What follows belongs to an exercise in optimizing a design on an open flow for small area and a short achievable clock period; a production flow would make more cautious choices. At most, simulation tests tie the RTL to the original design; equivalence was not proved. The clock port is modelled as an ideal driver; clocking choices that lean on that would not hold on a real chip. No activity file was given, so power comes from the tool's default toggle rates.

==> flow/design.v <==
package xor128_prng_bank_pkg;
  localparam int unsigned WORD_W  = 32;
  localparam logic [WORD_W-1:0] DEF_SEED0 = 32'd123456789;
  localparam logic [WORD_W-1:0] DEF_SEED1 = 32'd362436069;
  localparam logic [WORD_W-1:0] DEF_SEED2 = 32'd521288629;
  localparam logic [WORD_W-1:0] DEF_SEED3 = 32'd88675123;
  function automatic logic [WORD_W-1:0] xs_next_word(input logic [WORD_W-1:0] x,
                                                     input logic [WORD_W-1:0] w);
    logic [WORD_W-1:0] t;
    t = x ^ (x << 11);
    xs_next_word = w ^ (w >> 19) ^ t ^ (t >> 8);
  endfunction
endpackage
module xor128_lane
(
  input  logic              clk,
  input  logic              step_en,
  input  logic              seeding,
  input  logic [31:0]       shift_in,
  output logic [31:0]       x_o,
  output logic [31:0]       w_o
);
  logic [31:0] x_q, y_q, z_q, w_q;
  logic [31:0] t, delta, w_d;
  always_comb begin : lane_w_next
    t     = x_q ^ (x_q << 11);
    delta = (w_q >> 19) ^ t ^ (t >> 8);
    w_d   = (w_q & {32{!seeding}}) ^ (seeding ? shift_in : (delta & {32{step_en}}));
  end
  always_ff @(posedge clk) begin : lane_reg
    if (step_en) begin
      x_q <= y_q;
      y_q <= z_q;
      z_q <= w_q;
    end
    w_q <= w_d;
  end
  assign x_o = x_q;
  assign w_o = w_q;
endmodule
module xor128_prng_bank
#(
  parameter int unsigned SIZE   = 8,
  parameter int unsigned WARMUP = 16,
  parameter logic [31:0] SEED0  = xor128_prng_bank_pkg::DEF_SEED0,
  parameter logic [31:0] SEED1  = xor128_prng_bank_pkg::DEF_SEED1,
  parameter logic [31:0] SEED2  = xor128_prng_bank_pkg::DEF_SEED2,
  parameter logic [31:0] SEED3  = xor128_prng_bank_pkg::DEF_SEED3
) (
  input  logic                 iClk,
  input  logic                 iRst_n,
  input  logic                 iSeedValid,
  input  logic [127:0]         iSeed,
  output logic [SIZE*32-1:0]   oRand,
  output logic                 oValid,
  input  logic                 iReady,
  output logic                 oBusy
);
  localparam int unsigned CNT_W    = 6;   
  localparam logic [CNT_W-1:0] SEED_END = CNT_W'(4 * SIZE);
  localparam logic [CNT_W-1:0] LAST_CNT = CNT_W'(4 * SIZE + WARMUP - 1);
  localparam logic [31:0] DEF_WORD0 = xor128_prng_bank_pkg::xs_next_word(SEED0, SEED3);
  localparam logic [127:0] DEF_STEP1 = {DEF_WORD0, SEED3, SEED2, SEED1};
  logic             run_q;       
  logic             valid_q;     
  logic             busy_q;      
  logic [CNT_W-1:0] cnt_q;       
  logic             dflt_q;      
  logic             seed_end;    
  logic             warm_end;    
  assign seed_end = !run_q && (cnt_q == SEED_END - CNT_W'(1));
  assign warm_end = !run_q && (cnt_q == LAST_CNT);
  always_ff @(posedge iClk or negedge iRst_n) begin : fsm_reg
    if (!iRst_n) begin
      run_q  <= 1'b0;
      busy_q <= 1'b1;
      cnt_q  <= '0;
      dflt_q <= 1'b1;
    end else if (iSeedValid) begin
      run_q  <= 1'b0;
      busy_q <= 1'b1;
      cnt_q  <= '0;
      dflt_q <= (iSeed == '0);
    end else begin
      dflt_q <= 1'b0;
      if (!run_q) cnt_q <= cnt_q + CNT_W'(1);
      if (warm_end) begin
        run_q  <= 1'b1;
        busy_q <= 1'b0;
      end
    end
  end
  always_ff @(posedge iClk or negedge iRst_n) begin : valid_reg
    if (!iRst_n) begin
      valid_q <= 1'b0;
    end else begin
      valid_q <= valid_q ^ (valid_q ? iSeedValid : (warm_end && !iSeedValid));
    end
  end
  logic [SIZE-1:0] lane_run_q;
  logic [SIZE-1:0] lane_seeding_q;
  logic [SIZE-1:0] lane_step_en;
  for (genvar k = 0; k < SIZE; k++) begin : g_phase
    always_ff @(posedge iClk or negedge iRst_n) begin : phase_reg
      if (!iRst_n) begin
        lane_run_q[k]     <= 1'b0;
        lane_seeding_q[k] <= 1'b1;
      end else begin
        lane_run_q[k]     <= lane_run_q[k] ^ (lane_run_q[k] ? iSeedValid
                                                            : (warm_end && !iSeedValid));
        lane_seeding_q[k] <= lane_seeding_q[k] ^ (lane_seeding_q[k] ? (seed_end && !iSeedValid)
                                                                    : iSeedValid);
      end
    end
    assign lane_step_en[k] = !lane_run_q[k] || iReady;
  end
  logic step_en;
  assign step_en = lane_step_en[SIZE-1];
  logic [31:0] lx_q, ly_q, lz_q, lw_q;
  always_ff @(posedge iClk) begin : last_lane_reg
    if (iSeedValid) begin
      {lz_q, ly_q, lx_q} <= iSeed[95:0];
    end else if (dflt_q) begin
      {lz_q, ly_q, lx_q} <= DEF_STEP1[95:0];
    end else if (step_en) begin
      lx_q <= ly_q;
      ly_q <= lz_q;
      lz_q <= lw_q;
    end
  end
  logic [31:0] lt, ldelta, lw_d;
  logic        lw_load;
  always_comb begin : last_lane_w
    lt      = lx_q ^ (lx_q << 11);
    ldelta  = (lw_q >> 19) ^ lt ^ (lt >> 8);
    lw_load = iSeedValid || dflt_q;
    if (iSeedValid)  lw_d = iSeed[127:96];
    else if (dflt_q) lw_d = DEF_STEP1[127:96];
    else             lw_d = lw_q ^ (ldelta & {32{step_en}});
  end
  always_ff @(posedge iClk) begin : last_lane_w_reg
    lw_q <= lw_d;
  end
  logic [31:0] chain_x [SIZE];
  assign chain_x[SIZE-1] = lx_q;
  assign oRand[(SIZE-1)*32 +: 32] = lw_q;
  for (genvar k = 0; k < SIZE - 1; k++) begin : g_lane
    logic [31:0] lane_w;
    xor128_lane u_lane (
      .clk      (iClk),
      .step_en  (lane_step_en[k]),
      .seeding  (lane_seeding_q[k]),
      .shift_in (chain_x[k+1]),
      .x_o      (chain_x[k]),
      .w_o      (lane_w)
    );
    assign oRand[k*32 +: 32] = lane_w;
  end
  assign oValid = valid_q;
  assign oBusy  = busy_q;
endmodule
==> flow/config.mk <==
export PLATFORM = sky130hd
export DESIGN_NAME = xor128_prng_bank
export DESIGN_NICKNAME = xor128_prng_bank
export VERILOG_FILES = /design/flow/design.v
export SDC_FILE = /design/flow/constraint.sdc
export NUM_CORES = 4
export LEC_CHECK = 0
export CAP_MARGIN = 20
export CORE_MARGIN = 2
export CORE_UTILIZATION = 60
export CTS_CLUSTER_DIAMETER = 100
export CTS_CLUSTER_SIZE = 25
export SLEW_MARGIN = 20
==> flow/constraint.sdc <==
create_clock -name core_clock -period 3.0 [get_ports {iClk}]
set_input_delay 0.6000 -clock core_clock [delete_from_list [all_inputs] [get_ports {iClk}]]
set_output_delay 0.6000 -clock core_clock [all_outputs]
set_load 0.01 [all_outputs]
standard.sh (not shown) runs the stock make flow with config.mk's settings and CLKGATE_MAP_FILE= SYNTH_SCRIPT=/design/flow/synth_recipe.tcl, a recipe that flattens the netlist after the stock synthesis.
==> flow/flow/run.sh <==
#!/bin/bash
set -euo pipefail
export BUFFER_PORTS_ARGS="-buffer_cell sky130_fd_sc_hd__buf_2"
export POST_CTS_TCL="$(pwd)/flow/post_cts.tcl"
export FLOW_POST_CTS_MARGIN=1.35
bash standard.sh > standard_flow.log 2>&1
==> flow/flow/post_cts.tcl <==
set block [ord::get_db_block]
set clk_net [[$block findBTerm iClk] getNet]
set port_loads [$clk_net getITerms]
if { [llength $port_loads] == 1 } {
  set root [[lindex $port_loads 0] getInst]
  set master [[$root getMaster] getName]
  set out_net [[$root findITerm X] getNet]
  set sinks {}
  foreach it [$out_net getITerms] {
    if { [$it isInputSignal] } { lappend sinks $it }
  }
  set all_bufs 1
  foreach it $sinks {
    if { ![string match "sky130_fd_sc_hd__clkbuf_*" [[[$it getInst] getMaster] getName]] } {
      set all_bufs 0
    }
  }
  puts "post_cts: root [$root getName] ($master) drives [llength $sinks] pins, all buffers: $all_bufs"
  if { [string match "sky130_fd_sc_hd__clkbuf_*" $master] && [llength $sinks] <= 4 && $all_bufs
       && [llength [$out_net getBTerms]] == 0 } {
    foreach it $sinks {
      $it disconnect
      $it connect $clk_net
    }
    odb::dbInst_destroy $root
    odb::dbNet_destroy $out_net
    puts "post_cts: removed root clock buffer"
    estimate_parasitics -placement
    report_clock_skew
  }
}

if { [info exists ::env(FLOW_POST_CTS_MARGIN)] } {
  report_worst_slack
  repair_timing -setup -setup_margin $::env(FLOW_POST_CTS_MARGIN) -repair_tns 100 -verbose
  detailed_placement
  check_placement -verbose
  estimate_parasitics -placement
  report_worst_slack
  report_design_area
}
The starting point passed the timing, design-rule and antenna checks.
==> next run, changes <==
--- a/flow/design.v
+++ b/flow/design.v
@@ -60,85 +60,77 @@
   localparam logic [CNT_W-1:0] SEED_END = CNT_W'(4 * SIZE);
   localparam logic [CNT_W-1:0] LAST_CNT = CNT_W'(4 * SIZE + WARMUP - 1);
   localparam logic [31:0] DEF_WORD0 = xor128_prng_bank_pkg::xs_next_word(SEED0, SEED3);
   localparam logic [127:0] DEF_STEP1 = {DEF_WORD0, SEED3, SEED2, SEED1};
   logic             run_q;       
   logic             valid_q;     
-  logic             busy_q;      
   logic [CNT_W-1:0] cnt_q;       
-  logic             dflt_q;      
+  logic             own_seed_q;  
   logic             seed_end;    
   logic             warm_end;    
   assign seed_end = !run_q && (cnt_q == SEED_END - CNT_W'(1));
   assign warm_end = !run_q && (cnt_q == LAST_CNT);
   always_ff @(posedge iClk or negedge iRst_n) begin : fsm_reg
     if (!iRst_n) begin
-      run_q  <= 1'b0;
-      busy_q <= 1'b1;
-      cnt_q  <= '0;
-      dflt_q <= 1'b1;
+      run_q      <= 1'b0;
+      cnt_q      <= '0;
+      own_seed_q <= 1'b0;
     end else if (iSeedValid) begin
-      run_q  <= 1'b0;
-      busy_q <= 1'b1;
-      cnt_q  <= '0;
-      dflt_q <= (iSeed == '0);
+      run_q      <= 1'b0;
+      cnt_q      <= '0;
+      own_seed_q <= (iSeed != '0);
     end else begin
-      dflt_q <= 1'b0;
+      own_seed_q <= 1'b1;
       if (!run_q) cnt_q <= cnt_q + CNT_W'(1);
-      if (warm_end) begin
-        run_q  <= 1'b1;
-        busy_q <= 1'b0;
-      end
+      if (warm_end) run_q <= 1'b1;
     end
   end
   always_ff @(posedge iClk or negedge iRst_n) begin : valid_reg
     if (!iRst_n) begin
       valid_q <= 1'b0;
     end else begin
       valid_q <= valid_q ^ (valid_q ? iSeedValid : (warm_end && !iSeedValid));
     end
   end
   logic [SIZE-1:0] lane_run_q;
-  logic [SIZE-1:0] lane_seeding_q;
+  logic [SIZE-1:0] lane_seeded_q;    
   logic [SIZE-1:0] lane_step_en;
   for (genvar k = 0; k < SIZE; k++) begin : g_phase
     always_ff @(posedge iClk or negedge iRst_n) begin : phase_reg
       if (!iRst_n) begin
         lane_run_q[k]     <= 1'b0;
-        lane_seeding_q[k] <= 1'b1;
+        lane_seeded_q[k]  <= 1'b0;
       end else begin
         lane_run_q[k]     <= lane_run_q[k] ^ (lane_run_q[k] ? iSeedValid
                                                             : (warm_end && !iSeedValid));
-        lane_seeding_q[k] <= lane_seeding_q[k] ^ (lane_seeding_q[k] ? (seed_end && !iSeedValid)
-                                                                    : iSeedValid);
+        lane_seeded_q[k]  <= lane_seeded_q[k] ^ (lane_seeded_q[k] ? iSeedValid
+                                                                  : (seed_end && !iSeedValid));
       end
     end
     assign lane_step_en[k] = !lane_run_q[k] || iReady;
   end
   logic step_en;
   assign step_en = lane_step_en[SIZE-1];
   logic [31:0] lx_q, ly_q, lz_q, lw_q;
   always_ff @(posedge iClk) begin : last_lane_reg
     if (iSeedValid) begin
       {lz_q, ly_q, lx_q} <= iSeed[95:0];
-    end else if (dflt_q) begin
+    end else if (!own_seed_q) begin
       {lz_q, ly_q, lx_q} <= DEF_STEP1[95:0];
     end else if (step_en) begin
       lx_q <= ly_q;
       ly_q <= lz_q;
       lz_q <= lw_q;
     end
   end
   logic [31:0] lt, ldelta, lw_d;
-  logic        lw_load;
   always_comb begin : last_lane_w
     lt      = lx_q ^ (lx_q << 11);
     ldelta  = (lw_q >> 19) ^ lt ^ (lt >> 8);
-    lw_load = iSeedValid || dflt_q;
     if (iSeedValid)  lw_d = iSeed[127:96];
-    else if (dflt_q) lw_d = DEF_STEP1[127:96];
+    else if (!own_seed_q) lw_d = DEF_STEP1[127:96];
     else             lw_d = lw_q ^ (ldelta & {32{step_en}});
   end
   always_ff @(posedge iClk) begin : last_lane_w_reg
     lw_q <= lw_d;
   end
   logic [31:0] chain_x [SIZE];
@@ -146,16 +138,16 @@
   assign oRand[(SIZE-1)*32 +: 32] = lw_q;
   for (genvar k = 0; k < SIZE - 1; k++) begin : g_lane
     logic [31:0] lane_w;
     xor128_lane u_lane (
       .clk      (iClk),
       .step_en  (lane_step_en[k]),
-      .seeding  (lane_seeding_q[k]),
+      .seeding  (!lane_seeded_q[k]),
       .shift_in (chain_x[k+1]),
       .x_o      (chain_x[k]),
       .w_o      (lane_w)
     );
     assign oRand[k*32 +: 32] = lane_w;
   end
   assign oValid = valid_q;
-  assign oBusy  = busy_q;
+  assign oBusy  = !valid_q;
 endmodule
Effect: The new run ran to the end with no violations; count of clock-buffer cells in the layout stays the same; via count shrinks slightly; combinational power grows by a little under a tenth; hold slack is worse by 0.016 ns; cell count shrinks by a few percent; clock skew shrinks by 0.020 ns; setup slack is worse by 0.0066 ns; wire length shrinks by a few percent; sequential share of layout area grows by 1.6 points.
No functional check of the RTL was part of the first run of this note.

========
job 9444:
Another version of the RTL of xor128_prng_bank (not shown whole).
Size: about 2800 cells after synthesis, roughly 1100 flip-flops, ~390 I/O pins, ~0.041 mm² of cells after synthesis.
==> module xor128_prng_bank, before the edit <==
module xor128_prng_bank
#(
  parameter int unsigned SIZE   = 8,
  parameter int unsigned WARMUP = 16,
  parameter logic [31:0] SEED0  = xor128_prng_bank_pkg::DEF_SEED0,
  parameter logic [31:0] SEED1  = xor128_prng_bank_pkg::DEF_SEED1,
  parameter logic [31:0] SEED2  = xor128_prng_bank_pkg::DEF_SEED2,
  parameter logic [31:0] SEED3  = xor128_prng_bank_pkg::DEF_SEED3
) (
  input  logic                 iClk,
  input  logic                 iRst_n,
  input  logic                 iSeedValid,
  input  logic [127:0]         iSeed,
  output logic [SIZE*32-1:0]   oRand,
  output logic                 oValid,
  input  logic                 iReady,
  output logic                 oBusy
);
  localparam int unsigned CNT_W    = 6;   
  localparam logic [CNT_W-1:0] SEED_END = CNT_W'(4 * SIZE);
  localparam logic [CNT_W-1:0] LAST_CNT = CNT_W'(4 * SIZE + WARMUP - 1);
  localparam logic [31:0] DEF_WORD0 = xor128_prng_bank_pkg::xs_next_word(SEED0, SEED3);
  localparam logic [31:0] DEF_T1    = SEED1 ^ (SEED1 << 11);
  logic             run_q;       
  logic             valid_q;     
  logic [CNT_W-1:0] cnt_q;       
  logic             own_seed_q;  
  logic             seed_end;    
  logic             warm_end;    
  assign seed_end = !run_q && (cnt_q == SEED_END - CNT_W'(1));
  assign warm_end = !run_q && (cnt_q == LAST_CNT);
  always_ff @(posedge iClk or negedge iRst_n) begin : fsm_reg
    if (!iRst_n) begin
      run_q      <= 1'b0;
      cnt_q      <= '0;
      own_seed_q <= 1'b0;
    end else if (iSeedValid) begin
      run_q      <= 1'b0;
      cnt_q      <= '0;
      own_seed_q <= (iSeed != '0);
    end else begin
      own_seed_q <= 1'b1;
      if (!run_q) cnt_q <= cnt_q + CNT_W'(1);
      if (warm_end) run_q <= 1'b1;
    end
  end
  always_ff @(posedge iClk or negedge iRst_n) begin : valid_reg
    if (!iRst_n) begin
      valid_q <= 1'b0;
    end else begin
      valid_q <= valid_q ^ (valid_q ? iSeedValid : (warm_end && !iSeedValid));
    end
  end
  logic        l_run_q;    
  logic        l_step_en;
  logic [31:0] lt_q, ly_q, lz_q, lw_q;
  always_ff @(posedge iClk or negedge iRst_n) begin : last_phase_reg
    if (!iRst_n) begin
      l_run_q <= 1'b0;
    end else begin
      l_run_q <= l_run_q ^ (l_run_q ? iSeedValid : (warm_end && !iSeedValid));
    end
  end
  assign l_step_en = !l_run_q || iReady;
  always_ff @(posedge iClk) begin : last_lane_reg
    if (iSeedValid) begin
      lt_q <= iSeed[31:0] ^ (iSeed[31:0] << 11);
      {lz_q, ly_q} <= iSeed[95:32];
    end else if (!own_seed_q) begin
      lt_q <= DEF_T1;
      {lz_q, ly_q} <= {SEED3, SEED2};
    end else if (l_step_en) begin
      lt_q <= ly_q ^ (ly_q << 11);
      ly_q <= lz_q;
      lz_q <= lw_q;
    end
  end
  logic [31:0] ldelta, lw_d;
  always_comb begin : last_lane_w
    ldelta = (lw_q >> 19) ^ lt_q ^ (lt_q >> 8);
    if (iSeedValid)       lw_d = iSeed[127:96];
    else if (!own_seed_q) lw_d = DEF_WORD0;
    else                  lw_d = lw_q ^ (ldelta & {32{l_step_en}});
  end
  always_ff @(posedge iClk) begin : last_lane_w_reg
    lw_q <= lw_d;
  end
  logic [31:0] chain_w [SIZE];
  assign chain_w[SIZE-1] = lw_q;
  assign oRand[(SIZE-1)*32 +: 32] = lw_q;
  for (genvar k = 0; k < SIZE - 1; k++) begin : g_lane
    localparam logic [CNT_W-1:0] LOAD_LAST = CNT_W'(4 * k + 3 + (SIZE - 1 - k));
    logic run_q_k;
    logic loaded_q;
    logic held_q;
    logic step_en;
    logic [31:0] lane_w;
    always_ff @(posedge iClk or negedge iRst_n) begin : phase_reg
      if (!iRst_n) begin
        loaded_q <= 1'b0;
        held_q   <= 1'b0;
      end else if (iSeedValid) begin
        loaded_q <= 1'b0;
        held_q   <= 1'b0;
      end else begin
        if (!run_q && cnt_q == LOAD_LAST) begin
          loaded_q <= 1'b1;
          held_q   <= 1'b1;
        end
        if (seed_end) held_q <= 1'b0;
        if (warm_end) held_q <= 1'b1;
      end
    end
    always_ff @(posedge iClk or negedge iRst_n) begin : run_reg
      if (!iRst_n) begin
        run_q_k <= 1'b0;
      end else begin
        run_q_k <= run_q_k ^ (run_q_k ? iSeedValid : (warm_end && !iSeedValid));
      end
    end
    assign step_en = !held_q || (run_q_k && iReady);
    xor128_lane u_lane (
      .clk      (iClk),
      .step_en  (step_en),
      .load     (!loaded_q),
      .shift_in (chain_w[k+1]),
      .w_o      (lane_w)
    );
    assign chain_w[k] = lane_w;
    assign oRand[k*32 +: 32] = lane_w;
  end
  assign oValid = valid_q;
  assign oBusy  = !valid_q;
endmodule
clock: 3.0 ns
lec_check: 0
cap_margin: 20
core_margin: 2
core_utilization: 60
cts_cluster_diameter: 100
cts_cluster_size: 25
slew_margin: 20
Scripts as last shown in full above: flow/flow/run.sh, flow/flow/post_cts.tcl
Job 9444 reached the end of the flow, and the finished layout is clean on the timing, design-rule and antenna checks.
## Diff of input files: job 7081 against job 9444
diff --git a/flow/design.v b/flow/design.v
--- a/flow/design.v
+++ b/flow/design.v
@@ -56,9 +56,8 @@
   localparam int unsigned CNT_W    = 6;   
   localparam logic [CNT_W-1:0] SEED_END = CNT_W'(4 * SIZE);
   localparam logic [CNT_W-1:0] LAST_CNT = CNT_W'(4 * SIZE + WARMUP - 1);
   localparam logic [31:0] DEF_WORD0 = xor128_prng_bank_pkg::xs_next_word(SEED0, SEED3);
-  localparam logic [31:0] DEF_T1    = SEED1 ^ (SEED1 << 11);
   logic             run_q;       
   logic             valid_q;     
   logic [CNT_W-1:0] cnt_q;       
   logic             own_seed_q;  
@@ -89,9 +88,9 @@
     end
   end
   logic        l_run_q;    
   logic        l_step_en;
-  logic [31:0] lt_q, ly_q, lz_q, lw_q;
+  logic [31:0] lx_q, ly_q, lz_q, lw_q;
   always_ff @(posedge iClk or negedge iRst_n) begin : last_phase_reg
     if (!iRst_n) begin
       l_run_q <= 1'b0;
     end else begin
@@ -100,22 +99,21 @@
   end
   assign l_step_en = !l_run_q || iReady;
   always_ff @(posedge iClk) begin : last_lane_reg
     if (iSeedValid) begin
-      lt_q <= iSeed[31:0] ^ (iSeed[31:0] << 11);
-      {lz_q, ly_q} <= iSeed[95:32];
+      {lz_q, ly_q, lx_q} <= iSeed[95:0];
     end else if (!own_seed_q) begin
-      lt_q <= DEF_T1;
-      {lz_q, ly_q} <= {SEED3, SEED2};
+      {lz_q, ly_q, lx_q} <= {SEED3, SEED2, SEED1};
     end else if (l_step_en) begin
-      lt_q <= ly_q ^ (ly_q << 11);
+      lx_q <= ly_q;
       ly_q <= lz_q;
       lz_q <= lw_q;
     end
   end
-  logic [31:0] ldelta, lw_d;
+  logic [31:0] lt, ldelta, lw_d;
   always_comb begin : last_lane_w
-    ldelta = (lw_q >> 19) ^ lt_q ^ (lt_q >> 8);
+    lt     = lx_q ^ (lx_q << 11);
+    ldelta = (lw_q >> 19) ^ lt ^ (lt >> 8);
     if (iSeedValid)       lw_d = iSeed[127:96];
     else if (!own_seed_q) lw_d = DEF_WORD0;
     else                  lw_d = lw_q ^ (ldelta & {32{l_step_en}});
   end
Re combinational gate power: job 9444 was higher than job 7081. Changes observed in job 7081 relative to job 9444: length of routed met2 wiring lower; setup slack higher; area occupied by multi-input gates lower; data arrival time at the worst-slack endpoint higher; number of buffer and inverter instances along the worst setup path lower. Total wire length (job 7081 vs. job 9444) decreases slightly.
For job 9444, only the layout was checked, not whether the RTL still works.

-- afterwards: timing with drivers on the ports --
In the flow no input, the clock included, has a driving cell. The finished layouts below were timed again as built, in two steps. Step 1 (the two cells are an assumption about what drives the block):
set clk [get_ports {iClk}]
set_driving_cell -lib_cell sky130_fd_sc_hd__clkbuf_16 $clk
set_driving_cell -lib_cell sky130_fd_sc_hd__buf_2 [delete_from_list [all_inputs] $clk]
Step 2, shift: input delay + t, output delay - t, t = (earliest + latest rising clock arrival at the registers) / 2. This alone moves slack from input paths to output paths. Three values: no drivers, after step 1, after step 2; two values: the first two.
run	t, ns	setup WS [ns]	worst setup path at the end	worst data-port slew with drivers (ns)
the first run of note 1	0.563	1.246 / 1.155 / 0.794	input to register	0.06
the second run of note 1	0.567	1.239 / 1.205 / 0.883	input to register	0.08
job 9444	0.568	1.173 / 1.165 / 0.825	input to register	0.11
job 7081	0.566	1.257 / 1.175 / 0.886	input to register	0.09
After both steps setup and hold are still met in every run listed. For the first run of note 1, which loses most, drivers alone change the setup slack by -0.091 ns; drivers and shift together by -0.452 ns.
